Context: an optimization exercise on an open-source flow, tuned for small area. The choices shown serve that exercise and are no tape-out recipe. In this exercise RTL edits were held to simulation tests only and were not proved equivalent to the original.

==> flow/design.v <==
`default_nettype none
package pcc_pkg;
  localparam int unsigned DataW = 16;
  localparam int unsigned IntegW = 24;
  localparam int unsigned CfgIdxW = 3;
endpackage
`default_nettype wire
`default_nettype none
module pid_controller_clamped_unit #(
  parameter int unsigned UPDATE_RATE_HZ = 30
) (
  input  wire                               clk_i,
  input  wire                               rst_ni,
  input  wire                               cfg_valid_i,
  output logic                              cfg_ready_o,
  input  wire  [pcc_pkg::CfgIdxW-1:0]       cfg_index_i,
  input  wire  [pcc_pkg::DataW-1:0]         cfg_data_i,
  input  wire                               in_valid_i,
  output logic                              in_ready_o,
  input  wire                               time_passed_i,
  input  wire  signed [pcc_pkg::DataW-1:0]  setpoint_i,
  input  wire  signed [pcc_pkg::DataW-1:0]  measured_i,
  output logic                              out_valid_o,
  input  wire                               out_ready_i,
  output logic signed [pcc_pkg::DataW-1:0]  drive_o
);
  localparam logic [2:0] PhIdle = 3'd0;
  localparam logic [2:0] Ph1    = 3'd1;
  localparam logic [2:0] Ph2    = 3'd2;
  localparam logic [2:0] Ph3    = 3'd3;
  localparam logic [2:0] Ph4    = 3'd4;
  logic signed [15:0] kp_q, ki_q, kd_q, mn_q, mx_q;
  logic        [4:0]  cv_q;     
  logic signed [23:0] integ_q;
  logic signed [15:0] prev_q;
  logic               sv_q;     
  logic               out_valid_q;
  logic        [15:0] drive_q;
  logic [2:0] ph_q, ph_d;
  logic [5:0] n_q, n_d;
  logic        br_e_q, br_d_q, br_30_q;   
  logic [4:0]  dl_q;                      
  logic [17:0] acc_q;                     
  logic        pd_q;                      
  logic [3:0]  r_q;                       
  logic        br_q_q;                    
  logic        cy_q;                      
  logic        br_l_q, br_h_q;            
  logic        lt_q, gt_q, inv_q;         
  logic [23:0] scr_q;                     
  logic hold, first, jfirst, last;
  logic accept;
  assign cfg_ready_o = 1'b1;
  assign out_valid_o = out_valid_q;
  assign drive_o     = drive_q;
  assign hold        = !time_passed_i;
  always_ff @(posedge clk_i or negedge rst_ni) begin
    if (!rst_ni) begin
      cv_q <= '0;
    end else if (cfg_valid_i) begin
      case (cfg_index_i)
        3'd0: cv_q[0] <= 1'b1;
        3'd1: cv_q[1] <= 1'b1;
        3'd2: cv_q[2] <= 1'b1;
        3'd3: cv_q[3] <= 1'b1;
        3'd4: cv_q[4] <= 1'b1;
        default: ;
      endcase
    end
  end
  always_ff @(posedge clk_i) begin
    if (cfg_valid_i) begin
      case (cfg_index_i)
        3'd0: kp_q <= cfg_data_i;
        3'd1: ki_q <= cfg_data_i;
        3'd2: kd_q <= cfg_data_i;
        3'd3: mn_q <= cfg_data_i;
        3'd4: mx_q <= cfg_data_i;
        default: ;
      endcase
    end
  end
  always_comb begin
    ph_d = ph_q;
    n_d  = n_q + 6'd1;
    last = 1'b0;
    unique case (ph_q)
      Ph1: if (n_q == 6'd32) begin ph_d = Ph2; n_d = '0; end
      Ph2: if (n_q == 6'd28) begin ph_d = Ph3; n_d = '0; end
      Ph3: if (n_q == 6'd37) begin ph_d = Ph4; n_d = 6'd9; end
      Ph4: if (n_q == 6'd24) begin ph_d = PhIdle; last = 1'b1; end
      default: begin
        ph_d = hold ? Ph4 : Ph1;
        n_d  = hold ? 6'd9 : 6'd0;
      end
    endcase
    if (ph_q == PhIdle && (!in_valid_i || out_valid_q)) begin
      ph_d = PhIdle;
    end
    if (!in_valid_i) begin
      ph_d = PhIdle;
    end
  end
  always_ff @(posedge clk_i or negedge rst_ni) begin
    if (!rst_ni) begin
      ph_q <= PhIdle;
    end else begin
      ph_q <= ph_d;
    end
  end
  always_ff @(posedge clk_i) begin
    n_q <= n_d;
  end
  assign in_ready_o = last;
  assign accept     = last && in_valid_i;
  assign first      = (n_q == 6'd0);
  assign jfirst     = (n_q == 6'd1);
  logic [3:0] ie;
  logic       sp_b, pv_b, prev_b;
  logic       e_b, dlt_b, d30_b;
  logic       a_b, b_b;
  assign ie     = (n_q[5:4] != 2'b00) ? 4'd15 : n_q[3:0];
  assign sp_b   = setpoint_i[ie];
  assign pv_b   = measured_i[ie];
  assign prev_b = sv_q && prev_q[ie];
  logic br_e_in, br_d_in, br_30_in;
  assign br_e_in  = br_e_q  && !first;
  assign br_d_in  = br_d_q  && !first;
  assign br_30_in = br_30_q && !first;
  assign e_b   = sp_b ^ pv_b ^ br_e_in;
  assign dlt_b = pv_b ^ prev_b ^ br_d_in;
  assign a_b   = dl_q[4];
  assign b_b   = dl_q[0];
  assign d30_b = a_b ^ b_b ^ br_30_in;
  always_ff @(posedge clk_i) begin
    br_e_q  <= (!sp_b && pv_b) || (!(sp_b ^ pv_b) && br_e_in);
    br_d_q  <= (!pv_b && prev_b) || (!(pv_b ^ prev_b) && br_d_in);
    br_30_q <= (!a_b && b_b) || (!(a_b ^ b_b) && br_30_in);
    dl_q    <= {dl_q[3:0], dlt_b && (ph_q == Ph3)};
  end
  logic        mact, sgn;
  logic [15:0] k1, op_a, op_b;
  logic        k1v;
  logic [18:0] acc_in, sum;
  logic        x_b;
  assign mact   = (n_q <= 6'd21);
  assign sgn    = (n_q == 6'd21);
  assign k1     = (ph_q == Ph3) ? kp_q : ki_q;
  assign k1v    = (ph_q == Ph3) ? cv_q[0] : cv_q[1];
  assign op_a   = (mact && e_b && k1v) ? k1 : 16'd0;
  assign op_b   = (mact && d30_b && cv_q[2] && (ph_q == Ph3)) ? kd_q : 16'd0;
  assign acc_in = first ? 19'd0 : {acc_q[17], acc_q};
  assign sum    = acc_in
                + {{3{op_a[15] ^ sgn}}, op_a ^ {16{sgn}}}
                + {{3{op_b[15] ^ !sgn}}, op_b ^ {16{!sgn}}}
                + 19'd1;
  assign x_b    = sum[0];
  always_ff @(posedge clk_i) begin
    acc_q <= sum[18:1];
    pd_q  <= x_b;
  end
  logic [5:0] j;
  logic [4:0] ii;
  logic [5:0] mj;
  logic [3:0] im;
  logic       i_b, lo_b, hi_b;
  assign j    = n_q - 6'd1;
  assign ii   = (j > 6'd23) ? 5'd23 : j[4:0];
  assign i_b  = sv_q && integ_q[ii];
  assign mj   = n_q - 6'd9;
  assign im   = (mj[5:4] != 2'b00) ? 4'd15 : mj[3:0];
  assign lo_b = (n_q >= 6'd9) && cv_q[3] && mn_q[im];
  assign hi_b = (n_q >= 6'd9) && cv_q[4] && mx_q[im];
  logic [3:0] r_add, r_inc, r_dec;
  assign r_inc = (r_q == 4'd14) ? 4'd0 : r_q + 4'd1;
  assign r_dec = (r_q == 4'd0) ? 4'd14 : r_q - 4'd1;
  assign r_add = !x_b ? r_q : (n_q == 6'd32) ? r_dec : r_inc;
  logic br_q_in, q_b;
  assign br_q_in = br_q_q && !jfirst;
  assign q_b     = r_q[0] ^ x_b ^ br_q_in;
  logic i2_b;
  always_comb begin
    if (j > 6'd23)  i2_b = scr_q[23];
    else if (lt_q)  i2_b = inv_q ? hi_b : lo_b;
    else if (gt_q)  i2_b = hi_b;
    else            i2_b = scr_q[0];
  end
  logic u_b, w_b, cy_in, v_b;
  assign u_b   = (ph_q == Ph3) ? pd_q : q_b;
  assign w_b   = (ph_q == Ph3) ? i2_b : i_b;
  assign cy_in = cy_q && !jfirst;
  assign v_b   = u_b ^ w_b ^ cy_in;
  logic c_b, br_l_in, br_h_in, l_b, h_b;
  assign c_b     = (ph_q == Ph1) ? lo_b : v_b;
  assign br_l_in = br_l_q && !jfirst;
  assign br_h_in = br_h_q && !jfirst;
  assign l_b     = c_b ^ lo_b ^ br_l_in;    
  assign h_b     = hi_b ^ c_b ^ br_h_in;    
  always_ff @(posedge clk_i) begin
    br_q_q <= (!r_q[0] && x_b) || (!(r_q[0] ^ x_b) && br_q_in);
    cy_q   <= (u_b && w_b) || ((u_b ^ w_b) && cy_in);
    br_l_q <= (!c_b && lo_b) || (!(c_b ^ lo_b) && br_l_in);
    br_h_q <= (!hi_b && c_b) || (!(hi_b ^ c_b) && br_h_in);
    unique case (ph_q)
      Ph1: begin
        if (first) r_q <= '0;
        else       r_q <= {r_add[0], r_add[3:1]};
        if (n_q == 6'd28) inv_q <= h_b;
      end
      Ph2: begin
        if (!first) r_q <= {q_b, r_q[3:1]};
        if (!first && j <= 6'd23) scr_q <= {v_b, scr_q[23:1]};
        if (n_q == 6'd28) begin
          lt_q <= l_b;
          gt_q <= h_b;
        end
      end
      Ph3: begin
        if (!first && j <= 6'd23) scr_q <= {i2_b, scr_q[23:1]};
        if (j >= 6'd8 && j <= 6'd23) drive_q <= {v_b, drive_q[15:1]};
        if (n_q == 6'd37) begin
          lt_q <= l_b;
          gt_q <= h_b;
        end
      end
      Ph4: begin
        drive_q <= {hold ? 1'b0 : gt_q ? hi_b : lt_q ? lo_b : drive_q[0],
                    drive_q[15:1]};
      end
      default: ;
    endcase
  end
  always_ff @(posedge clk_i or negedge rst_ni) begin
    if (!rst_ni) begin
      sv_q <= 1'b0;
    end else if (accept && !hold) begin
      sv_q <= 1'b1;
    end
  end
  always_ff @(posedge clk_i) begin
    if (accept && !hold) begin
      integ_q <= scr_q;
      prev_q  <= measured_i;
    end
  end
  always_ff @(posedge clk_i or negedge rst_ni) begin
    if (!rst_ni) begin
      out_valid_q <= 1'b0;
    end else if (accept) begin
      out_valid_q <= 1'b1;
    end else if (out_ready_i) begin
      out_valid_q <= 1'b0;
    end
  end
endmodule
`default_nettype wire
clock: 11.0 ns
lec_check: 0
abc_area: 1
cap_margin: 20
core_margin: 2
core_utilization: 40
cts_buf_list: sky130_fd_sc_hd__clkbuf_2 sky130_fd_sc_hd__clkbuf_4
slew_margin: 20
run.sh (not shown) runs the stock make flow with config.mk's settings and CLKGATE_MAP_FILE= SYNTH_SCRIPT=/design/flow/synth_recipe.tcl, a recipe that flattens the netlist after the stock synthesis.
Edit:
Settings changed: ABC_AREA 1 to unset, CTS_BUF_LIST sky130_fd_sc_hd__clkbuf_2 sky130_fd_sc_hd__clkbuf_4 to unset.
What happened: The new run completed with no timing, DRC or antenna violations. Synthesized cell count falls by about 13%. Utilization falls by 0.47 points. Cell area rises by 0.74%. Worst setup slack got worse by 0.22 ns.

========
Another version of the RTL of pid_controller_clamped_unit (not shown whole).
Size in the first run: ~610 cells after synthesis, about 220 flip-flops, about 76 I/O pins, ~0.0086 sq mm of cells after synthesis.
Settings: LEC_CHECK=0, CAP_MARGIN=20, CORE_MARGIN=2, CORE_UTILIZATION=60, CTS_BUF_LIST=sky130_fd_sc_hd__clkbuf_8, CTS_CLUSTER_DIAMETER=60, CTS_CLUSTER_SIZE=16, SLEW_MARGIN=20; clock period 11.0 ns.
standard.sh (not shown) runs the stock make flow with config.mk's settings and CLKGATE_MAP_FILE= SYNTH_SCRIPT=/design/flow/synth_recipe.tcl, a recipe that flattens the netlist after the stock synthesis.
==> flow/flow/run.sh <==
#!/bin/bash
# The standard layout with three changes:
#  - synthesis maps with an area-oriented ABC script (flow/abc_area.script in
#    place of ORFS's abc_speed.script; everything else in the scripts folder
#    is ORFS's own, copied unchanged);
#  - the port buffers are the smallest buffer cell;
#  - the clock tree is built from clkbuf_8 without dummy loads.
set -euo pipefail
here=$PWD
rm -rf "$here/scripts_area"
cp -r "$FLOW_HOME/scripts" "$here/scripts_area"
cp "$here/flow/abc_area.script" "$here/scripts_area/abc_speed.script"
export BUFFER_PORTS_ARGS="-buffer_cell sky130_fd_sc_hd__buf_1"
export CTS_ARGS="-sink_clustering_enable -repair_clock_nets -buf_list {sky130_fd_sc_hd__clkbuf_8 sky130_fd_sc_hd__clkbuf_16} -sink_clustering_size 24 -sink_clustering_max_diameter 70 -dont_use_dummy_load"
bash standard.sh "SCRIPTS_DIR=$here/scripts_area" finish > standard.log 2>&1
==> flow/flow/abc_area.script <==
&get -n
&st
&dch -f
&nf -a
&st
&syn2
&dch -f
&nf -a
&put
==> next run, changes <==
--- a/flow/flow/run.sh
+++ b/flow/flow/run.sh
@@ -12,4 +12,4 @@
 cp "$here/flow/abc_area.script" "$here/scripts_area/abc_speed.script"
 export BUFFER_PORTS_ARGS="-buffer_cell sky130_fd_sc_hd__buf_1"
-export CTS_ARGS="-sink_clustering_enable -repair_clock_nets -buf_list {sky130_fd_sc_hd__clkbuf_8 sky130_fd_sc_hd__clkbuf_16} -sink_clustering_size 24 -sink_clustering_max_diameter 70 -dont_use_dummy_load"
+export CTS_ARGS="-sink_clustering_enable -repair_clock_nets -buf_list sky130_fd_sc_hd__clkbuf_8 -sink_clustering_size 16 -sink_clustering_max_diameter 60 -dont_use_dummy_load"
 bash standard.sh "SCRIPTS_DIR=$here/scripts_area" finish > standard.log 2>&1
GPL_TIMING_DRIVEN = 0   (was unset)
What happened: The changed run finished with timing, DRC and antenna clean; via count shrinks by 0.92%; synthesized cell count stays the same.
==> next run, changes <==
--- a/flow/flow/run.sh
+++ b/flow/flow/run.sh
@@ -12,4 +12,4 @@
 cp "$here/flow/abc_area.script" "$here/scripts_area/abc_speed.script"
 export BUFFER_PORTS_ARGS="-buffer_cell sky130_fd_sc_hd__buf_1"
-export CTS_ARGS="-sink_clustering_enable -repair_clock_nets -buf_list sky130_fd_sc_hd__clkbuf_8 -sink_clustering_size 16 -sink_clustering_max_diameter 60 -dont_use_dummy_load"
+export CTS_ARGS="-sink_clustering_enable -repair_clock_nets -buf_list sky130_fd_sc_hd__clkbuf_8 -sink_clustering_size 20 -sink_clustering_max_diameter 60 -dont_use_dummy_load"
 bash standard.sh "SCRIPTS_DIR=$here/scripts_area" finish > standard.log 2>&1
CAP_MARGIN = 0   (was 20)
CTS_CLUSTER_SIZE = 20   (was 16)
GPL_TIMING_DRIVEN = unset   (was 0)
SLEW_MARGIN = 0   (was 20)
What happened: The changed run completed with no timing, DRC or antenna violations; final area went down by 0.97%; via count is higher by 1.7%; count of clock-buffer cells in the layout is lower by 2; core utilization decreases by 0.66 points; routed wire length increases by 3.6%; cell count is unchanged; worst hold slack improves by 0.011 ns; setup slack is worse by 0.0074 ns; global-route usage climbs by 0.79 points.
==> next run, changes <==
--- a/flow/flow/run.sh
+++ b/flow/flow/run.sh
@@ -12,4 +12,4 @@
 cp "$here/flow/abc_area.script" "$here/scripts_area/abc_speed.script"
 export BUFFER_PORTS_ARGS="-buffer_cell sky130_fd_sc_hd__buf_1"
-export CTS_ARGS="-sink_clustering_enable -repair_clock_nets -buf_list sky130_fd_sc_hd__clkbuf_8 -sink_clustering_size 20 -sink_clustering_max_diameter 60 -dont_use_dummy_load"
+export CTS_ARGS="-sink_clustering_enable -repair_clock_nets -buf_list sky130_fd_sc_hd__clkbuf_16 -sink_clustering_size 30 -sink_clustering_max_diameter 80 -dont_use_dummy_load"
 bash standard.sh "SCRIPTS_DIR=$here/scripts_area" finish > standard.log 2>&1
CAP_MARGIN = 20   (was 0)
CTS_CLUSTER_SIZE = 16   (was 20)
SLEW_MARGIN = 20   (was 0)
The new run ran to the end with no violations.
Maximum frequency stays flat.
Core utilization grows by 0.57 points.
Final cell count shrinks by 0.34%.
Routed wire length went down by 1.3%.
First-iteration DRC count went down by 8.9%.
Synthesized cell count is unchanged.

========
== build 67 ==
pid_controller_clamped_unit, a different RTL version from the one above (not shown whole).
Size: about 580 cells after synthesis, about 220 flip-flops, ~76 I/O pins, about 8400 um2 of cells after synthesis.
==> flow/design.v (excerpt) <==
module pid_controller_clamped_unit #(
  parameter int unsigned UPDATE_RATE_HZ = 30
) (
  input  wire                               clk_i,
  input  wire                               rst_ni,
  input  wire                               cfg_valid_i,
  output logic                              cfg_ready_o,
  input  wire  [pcc_pkg::CfgIdxW-1:0]       cfg_index_i,
  input  wire  [pcc_pkg::DataW-1:0]         cfg_data_i,
  input  wire                               in_valid_i,
  output logic                              in_ready_o,
  input  wire                               time_passed_i,
  input  wire  signed [pcc_pkg::DataW-1:0]  setpoint_i,
  input  wire  signed [pcc_pkg::DataW-1:0]  measured_i,
  output logic                              out_valid_o,
  input  wire                               out_ready_i,
  output logic signed [pcc_pkg::DataW-1:0]  drive_o
);
clock: 11.0 ns
lec_check: 0
cap_margin: 20
core_margin: 2
core_utilization: 60
cts_buf_list: sky130_fd_sc_hd__clkbuf_8
cts_cluster_diameter: 60
cts_cluster_size: 18
slew_margin: 20
==> flow/flow/run.sh <==
#!/bin/bash
# The standard layout with three changes:
#  - synthesis maps with an area-oriented ABC script (flow/abc_area.script in
#    place of ORFS's abc_speed.script; everything else in the scripts folder
#    is ORFS's own, copied unchanged);
#  - the port buffers are the smallest buffer cell;
#  - the clock tree is built from clkbuf_8 without dummy loads.
set -euo pipefail
here=$PWD
rm -rf "$here/scripts_area"
cp -r "$FLOW_HOME/scripts" "$here/scripts_area"
cp "$here/flow/abc_area.script" "$here/scripts_area/abc_speed.script"
export BUFFER_PORTS_ARGS="-buffer_cell sky130_fd_sc_hd__buf_1"
export CTS_ARGS="-sink_clustering_enable -repair_clock_nets -buf_list sky130_fd_sc_hd__clkbuf_8 -sink_clustering_size 18 -sink_clustering_max_diameter 60 -dont_use_dummy_load"
bash standard.sh "SCRIPTS_DIR=$here/scripts_area" finish > standard.log 2>&1
Scripts as last shown in full above: flow/flow/abc_area.script
[inputs] build 3 vs build 67
==> flow/flow/abc_area.script <==
&get -n
&st
&deepsyn -T 60
&dch -f
&nf -a
&put
## What came out
- Clock tree cell share of total cell area: build 67 vs build 3 — no meaningful difference
- Build 3: total wire length after detailed routing lower than build 67
- Sort build 3 and build 67 by share of final layout cell area taken by non-clock buffers, ascending, and build 3 comes first.
- In build 3 relative to build 67, number of cell rows had gone down by a few percent.
- The number of inserted filler cells in the final layout number comes out higher for build 67 vs build 3.
- [build 3 vs build 67] cell area: lower in build 3
- Build 3 ends up with a worst setup slack that is 0.11 ns lower than in build 67.
- Sequential share of layout area in build 3 is 1.2 points higher than in build 67
Input-level comparison between build 23 and build 3:
- CTS_CLUSTER_SIZE changed from 18 to 16
-- flow/flow/run.sh --
<<< build 3, line 13
export BUFFER_PORTS_ARGS="-buffer_cell sky130_fd_sc_hd__buf_1"
export CTS_ARGS="-sink_clustering_enable -repair_clock_nets -buf_list sky130_fd_sc_hd__clkbuf_8 -sink_clustering_size 18 -sink_clustering_max_diameter 60 -dont_use_dummy_load"
bash standard.sh "SCRIPTS_DIR=$here/scripts_area" finish > standard.log 2>&1
>>> build 23, line 13
export BUFFER_PORTS_ARGS="-buffer_cell sky130_fd_sc_hd__buf_1"
export CTS_ARGS="-sink_clustering_enable -repair_clock_nets -buf_list sky130_fd_sc_hd__clkbuf_8 -sink_clustering_size 16 -sink_clustering_max_diameter 60 -dont_use_dummy_load"
bash standard.sh "SCRIPTS_DIR=$here/scripts_area" finish > standard.log 2>&1
==> flow/flow/abc_area.script <==
&get -n
&st
&dch -f
&nf -a
&st
&syn2
&dch -f
&nf -a
&put
==> comparison <==
- [build 23] fraction of area in multi-input gates rose 1.3 points relative to build 3
- When build 23 is set beside build 3, its global-route usage turns out to be 0.81 points larger.
- Build 23 reports a lower final period utilization than build 3 does.
- Changes observed in build 23 relative to build 3: worst setup slack after layout shows an increase of 0.12 ns.
The following lists how build 98 was set up differently from build 23:
- swapping 60 for 75 in CORE_UTILIZATION
- putting PLACE_DENSITY at 0.8 where nothing was set
Notes after the runs:
Compared with build 23, in build 98 area growth from synthesis to layout dropped 0.76 points, adder-cell share of the synthesized area barely changed, design area lower.
Relative to build 98, the following input files were edited for build 89:
- a change of CORE_UTILIZATION from 75 to 60
- a change of CTS_CLUSTER_SIZE from 16 to 18
- a deleted PLACE_DENSITY that had been 0.8
-- flow/flow/run.sh --
<<< build 98, line 13
export BUFFER_PORTS_ARGS="-buffer_cell sky130_fd_sc_hd__buf_1"
export CTS_ARGS="-sink_clustering_enable -repair_clock_nets -buf_list sky130_fd_sc_hd__clkbuf_8 -sink_clustering_size 16 -sink_clustering_max_diameter 60 -dont_use_dummy_load"
bash standard.sh "SCRIPTS_DIR=$here/scripts_area" finish > standard.log 2>&1
>>> build 89, line 13
export BUFFER_PORTS_ARGS="-buffer_cell sky130_fd_sc_hd__buf_1"
export CTS_ARGS="-sink_clustering_enable -repair_clock_nets -buf_list sky130_fd_sc_hd__clkbuf_8 -sink_clustering_size 18 -sink_clustering_max_diameter 60 -dont_use_dummy_load"
bash standard.sh "SCRIPTS_DIR=$here/scripts_area" finish > standard.log 2>&1
==> flow/flow/abc_area.script <==
&get -n
&st
&deepsyn -T 180
&dch -f
&nf -a
&put
[summary]
- Build 98 reports its combinational family with the most area after synthesis as simple AND/OR/NAND/NOR gates while build 89 reports adder cells.
- Build 89 | status: complete | timing, DRC, antenna: pass
- The higher gate count after technology mapping of build 98 and build 89 is in build 98.
- Comparing largest stage delay on the critical path for build 98 and build 89, the bigger number came from build 98.
- Compared with build 98, fmax in build 89 increased by a few percent.
- Of build 89 and build 98, it is build 89 that has the higher number of fill cells.
- [compare] base=build 98 new=build 89: final setup slack of the worst path has increased.

[separate check: timing with driven ports]
No port has a modelled driver above. Below, the same layouts with a new extraction and two added sets of constraints.
Step 1 assumes that a clkbuf_16 drives the clock port and a buf_2 every other input.
Step 2 adds t to the input delays and takes it off the output delays; t is the mean of the earliest and latest rising clock arrival at the registers after step 1. Input paths then give back, and output paths get back, about the clock's delay inside the block.
a / b / c = no drivers / after step 1 / after step 2; a / b = the first two.
| run | t (ns) | setup slack, ns | hold WS [ns] | cell pins on the clock port's net |
|---|---|---|---|---|
| the first run of note 1 | 0.705 | 3.395 / 3.395 / 2.764 | 0.326 / 0.326 / 0.326 | 1 |
| the second run of note 1 | 0.560 | 3.180 / 3.206 / 2.646 | 0.326 / 0.326 / 0.326 | 1 |
| the first run of note 2 | 0.497 | 0.367 / 0.386 / -0.111 | 0.328 / 0.328 / 0.328 | 1 |
| the second run of note 2 | 0.536 | 0.406 / 0.427 / -0.110 | 0.319 / 0.319 / 0.319 | 1 |
| the third run of note 2 | 0.520 | 0.398 / 0.414 / -0.106 | 0.329 / 0.329 / 0.329 | 1 |
| the fourth run of note 2 | 0.480 | 0.370 / 0.389 / -0.090 | 0.301 / 0.301 / 0.301 | 1 |
| build 67 | 0.519 | 1.157 / 1.157 / 1.157 | 0.325 / 0.325 / 0.325 | 1 |
| build 3 | 0.532 | 1.049 / 1.049 / 1.049 | 0.325 / 0.325 / 0.325 | 1 |
| build 23 | 0.525 | 1.171 / 1.171 / 1.171 | 0.331 / 0.331 / 0.331 | 1 |
| build 98 | 0.524 | 0.605 / 0.605 / 0.605 | 0.328 / 0.328 / 0.328 | 1 |
| build 89 | 0.524 | 1.044 / 1.044 / 1.044 | 0.333 / 0.333 / 0.333 | 1 |
With both steps, setup timing fails in the first run of note 2, the second run of note 2, the third run of note 2 and the fourth run of note 2, where it was met with ideal ports. The setup slack of the first run of note 1, which loses most, moves by 0.000 ns with the drivers and by -0.631 ns with both steps.
